Context: an optimization exercise on an open-source flow, tuned for small area and a short achievable clock period. The choices shown serve that exercise and are no tape-out recipe.
Only simulation tests tie the RTL to the original design; equivalence was not proved.
No activity file was given, so power comes from the tool's default toggle rates.

== build 43 ==
// psram_burst_responder
module psram_burst_responder
#(
    parameter int ADR_W   = 8,
    parameter int LATENCY = 3
) (
    input  logic                   clk_i,
    input  logic                   rst_i,
    input  logic [psram_pkg::PSRAM_ADR_W-1:0] psram_adr,
    input  logic [psram_pkg::PSRAM_DAT_W-1:0] psram_dat_i,
    output logic [psram_pkg::PSRAM_DAT_W-1:0] psram_dat_o,
    output logic                   psram_dat_oe,
    output logic                   psram_wait,
    input  logic                   psram_ce_n,
    input  logic                   psram_adv_n,
    input  logic                   psram_we_n,
    input  logic                   psram_oe_n
);
Size in the first run: roughly 14000 cells after synthesis, ~4500 flip-flops, roughly 63 I/O pins, about 150000 sq um of cells after synthesis.
==> flow/config.mk <==
export PLATFORM = sky130hd
export DESIGN_NAME = psram_burst_responder
export DESIGN_NICKNAME = psram_burst_responder
export VERILOG_FILES = /design/flow/design.v
export SDC_FILE = /design/flow/constraint.sdc
export NUM_CORES = 4
export LEC_CHECK = 0
export CAP_MARGIN = 30
export CORE_MARGIN = 2
export CORE_UTILIZATION = 70
export CTS_CLUSTER_DIAMETER = 70
export CTS_CLUSTER_SIZE = 25
export SETUP_SLACK_MARGIN = 2.6
export SLEW_MARGIN = 30
export SYNTH_MEMORY_MAX_BITS = 8192
==> flow/constraint.sdc <==
create_clock -name core_clock -period 5.0 [get_ports {clk_i}]
set_input_delay 1.0000 -clock core_clock [delete_from_list [all_inputs] [get_ports {clk_i}]]
set_output_delay 1.0000 -clock core_clock [all_outputs]
set_load 0.01 [all_outputs]
run.sh (not shown) runs the stock make flow with config.mk's settings and CLKGATE_MAP_FILE= SYNTH_SCRIPT=/design/flow/synth_recipe.tcl, a recipe that flattens the netlist after the stock synthesis.
[inputs] build 26 vs build 43
- a change of CAP_MARGIN from 30 to 20
- a change of SLEW_MARGIN from 30 to 20
Notes after the runs:
Between build 26 and build 43, it is build 26 whose non-clock buffer share of cell area is lower, by 0.19 points. Diff build 43 -> build 26: post-route minimum period grew by 0.13 ns, cell count of the worst reg-to-reg path grew by 2, starting utilization of the core area flat. In terms of switching power share of the total, build 26 and build 43 differ only marginally. Build 26 -> build 43: count of multi-input gates delta 0, exact match. Looking at total global routing track utilization, build 26 sits above build 43. The fmax in build 26 was lower than what build 43 gave. There was hardly any difference in final design area excluding fillers between build 26 and build 43.
Changes in build 8 relative to build 26:
- changing CTS_CLUSTER_DIAMETER from 70 to 60
- changing SLEW_MARGIN from 20 to 30
- changing CORE_UTILIZATION from 70 to 50
- changing CAP_MARGIN from 20 to 30
- changing CTS_CLUSTER_SIZE from 25 to 20
Notes after the runs:
- For build 26 and build 8, there was not a single run that failed to finish clean.
- For die area, dividing the value from build 26 by the value from build 8 gives 0.72.
- Build 26 ended up with nor4_2 as its slowest library cell on the worst path; build 8 ended up with dfxtp_4.
- Delta (build 8 minus build 26): antenna diode instance count fell 13; total power now larger.
> inputs changed (build 8 -> build 53)
- a change of CORE_UTILIZATION from 50 to 70
Notes after the runs:
| total core area | build 53 vs build 8 | about 30% lower |
The sequential share of layout area reported for build 53 is greater than that of build 8 by 1.5 points.
Compared build 53 against build 8; maximum frequency within noise.
For clock input transition at the sequential cells of the worst setup and hold paths, build 8 and build 53 come out practically identical.
Between build 8 and build 53, the post-route worst setup slack does not differ in any meaningful way.
Summary of build 53 over build 8: combinational share of power up 0.2 points; final routed wirelength across all metal layers lower; count of plain and timing-repair buffers picked up an extra 1.5%.
The storage element area was comparable across build 53 and build 8.
Here is what was changed in the inputs of build 90 compared with build 53.
- a change of CTS_CLUSTER_SIZE from 20 to 25
- a change of CTS_CLUSTER_DIAMETER from 60 to 70
- a change of CORE_UTILIZATION from 70 to 60
Notes after the runs:
In the tables for build 53 and build 90, switching component of the power reads higher with build 53. Total power density per cell area went down by a few percent going from build 53 to build 90. Build 90 vs build 53: portion of total power attributed to combinational logic up in build 90. Build 90 against build 53: portion of total power attributed to the clock network saw a decrease, number of clock-tree buffers in the layout saw a decrease. Status | build 53 and build 90 | clean. Compared to build 53, build 90 was floorplanned on a bigger die. Build 90: post-layout minimum cycle time 0.015 ns below build 53.

Another version of the RTL of psram_burst_responder (not shown whole).
Size in the first run: about 63 I/O pins.
clock: 5.0 ns
lec_check: 0
cap_margin: 30
core_margin: 2
core_utilization: 50
cts_cluster_diameter: 60
cts_cluster_size: 20
setup_slack_margin: 2.6
slew_margin: 30
synth_memory_max_bits: 8192
The first run completed without violations.
Next try:
SETUP_SLACK_MARGIN = 1.2   (was 2.6)
- final area came out lower by a little under a tenth
- via count came out lower by a few percent
- routed wire length came out lower by a little under a tenth
- sequential power is about the same
- utilization came out lower by 5.0 points
- synthesized cell count is unchanged
- global-route usage came out lower by 3.0 points
- power came out lower slightly
- fmax came out lower by a quarter to a third
Next try:
SETUP_SLACK_MARGIN = 2.2   (was 1.2)
After rerunning: The changed run produced a clean layout. Worst setup slack is better by 0.94 ns. Utilization grows by 2.0 points. Final cell count went up by about 1.9%. Power went up by 0.42%. Area after synthesis does not change.

psram_burst_responder with an RTL version that a note above also has.
Size: about 14000 cells after synthesis, roughly 4500 flip-flops, roughly 63 I/O pins.
export LEC_CHECK = 0
export CAP_MARGIN = 20
export CORE_MARGIN = 2
export CORE_UTILIZATION = 60
export CTS_CLUSTER_DIAMETER = 70
export CTS_CLUSTER_SIZE = 25
export SETUP_SLACK_MARGIN = 2.6
export SLEW_MARGIN = 20
export SYNTH_MEMORY_MAX_BITS = 8192
create_clock -name core_clock -period 5.0 [get_ports {clk_i}]
Rerun with:
Settings changed: SETUP_SLACK_MARGIN 2.6 to 2.75.
The changed run went through all stages and came out clean.
Fmax climbs by 3.2%.
Utilization climbs by 1.6 points.
Sequential cell count stays the same.
Via count climbs by 2.2%.
Power climbs by 1.9%.
Worst setup slack improves by 0.080 ns.
Count of clock-buffer cells in the layout climbs by 7.
Worst hold slack barely changes.
Rerun with:
Settings changed: CAP_MARGIN 20 to 30, CTS_CLUSTER_DIAMETER 70 to 60, CTS_CLUSTER_SIZE 25 to 20, SETUP_SLACK_MARGIN 2.75 to 2.6, SLEW_MARGIN 20 to 30.
Effect: Via count falls by 2.0%. Non-clock buffer count falls by 243. Wire length falls by 3.5%. Cell area falls by 1.1%. Area after synthesis stays the same. Cell count falls by 1.3%. Global-route usage falls by 1.4 points. Power rises by 3.0%.

-- what the ideal ports hide --
In the flow no input, the clock included, has a driving cell. The finished layouts below were timed again as built, in two steps. Step 1 sets driving cells, clkbuf_16 on the clock port and buf_2 on the other inputs (assumed; they add their load-dependent delay and slew). Step 2, shift: input delay + t, output delay - t, t = (earliest + latest rising clock arrival at the registers) / 2. This alone moves slack from input paths to output paths. a / b / c = ideal ports / drivers / drivers and shift; a / b = the first two.
run	t, ns	slack for setup (ns)	pins driven straight from the clock port
build 43	1.010	2.481 / 2.462 / 1.554	1
build 26	0.973	2.349 / 2.349 / 1.611	1
build 8	1.026	2.423 / 2.423 / 1.634	1
build 53	1.052	2.424 / 2.413 / 1.502	1
build 90	1.003	2.440 / 2.440 / 1.660	1
the first run of note 2	1.049	2.338 / 2.338 / 1.293	1
the second run of note 2	1.038	1.007 / 1.007 / 0.692	1
the third run of note 2	1.046	1.949 / 1.949 / 1.297	1
the first run of note 3	0.998	2.441 / 2.441 / 1.715	1
the second run of note 3	0.982	2.521 / 2.503 / 1.747	1
the third run of note 3	1.066	2.502 / 2.428 / 1.634	1
After both steps setup and hold are still met in every run listed. The setup slack of the first run of note 2, which loses most, moves by 0.000 ns with the drivers and by -1.045 ns with both steps.
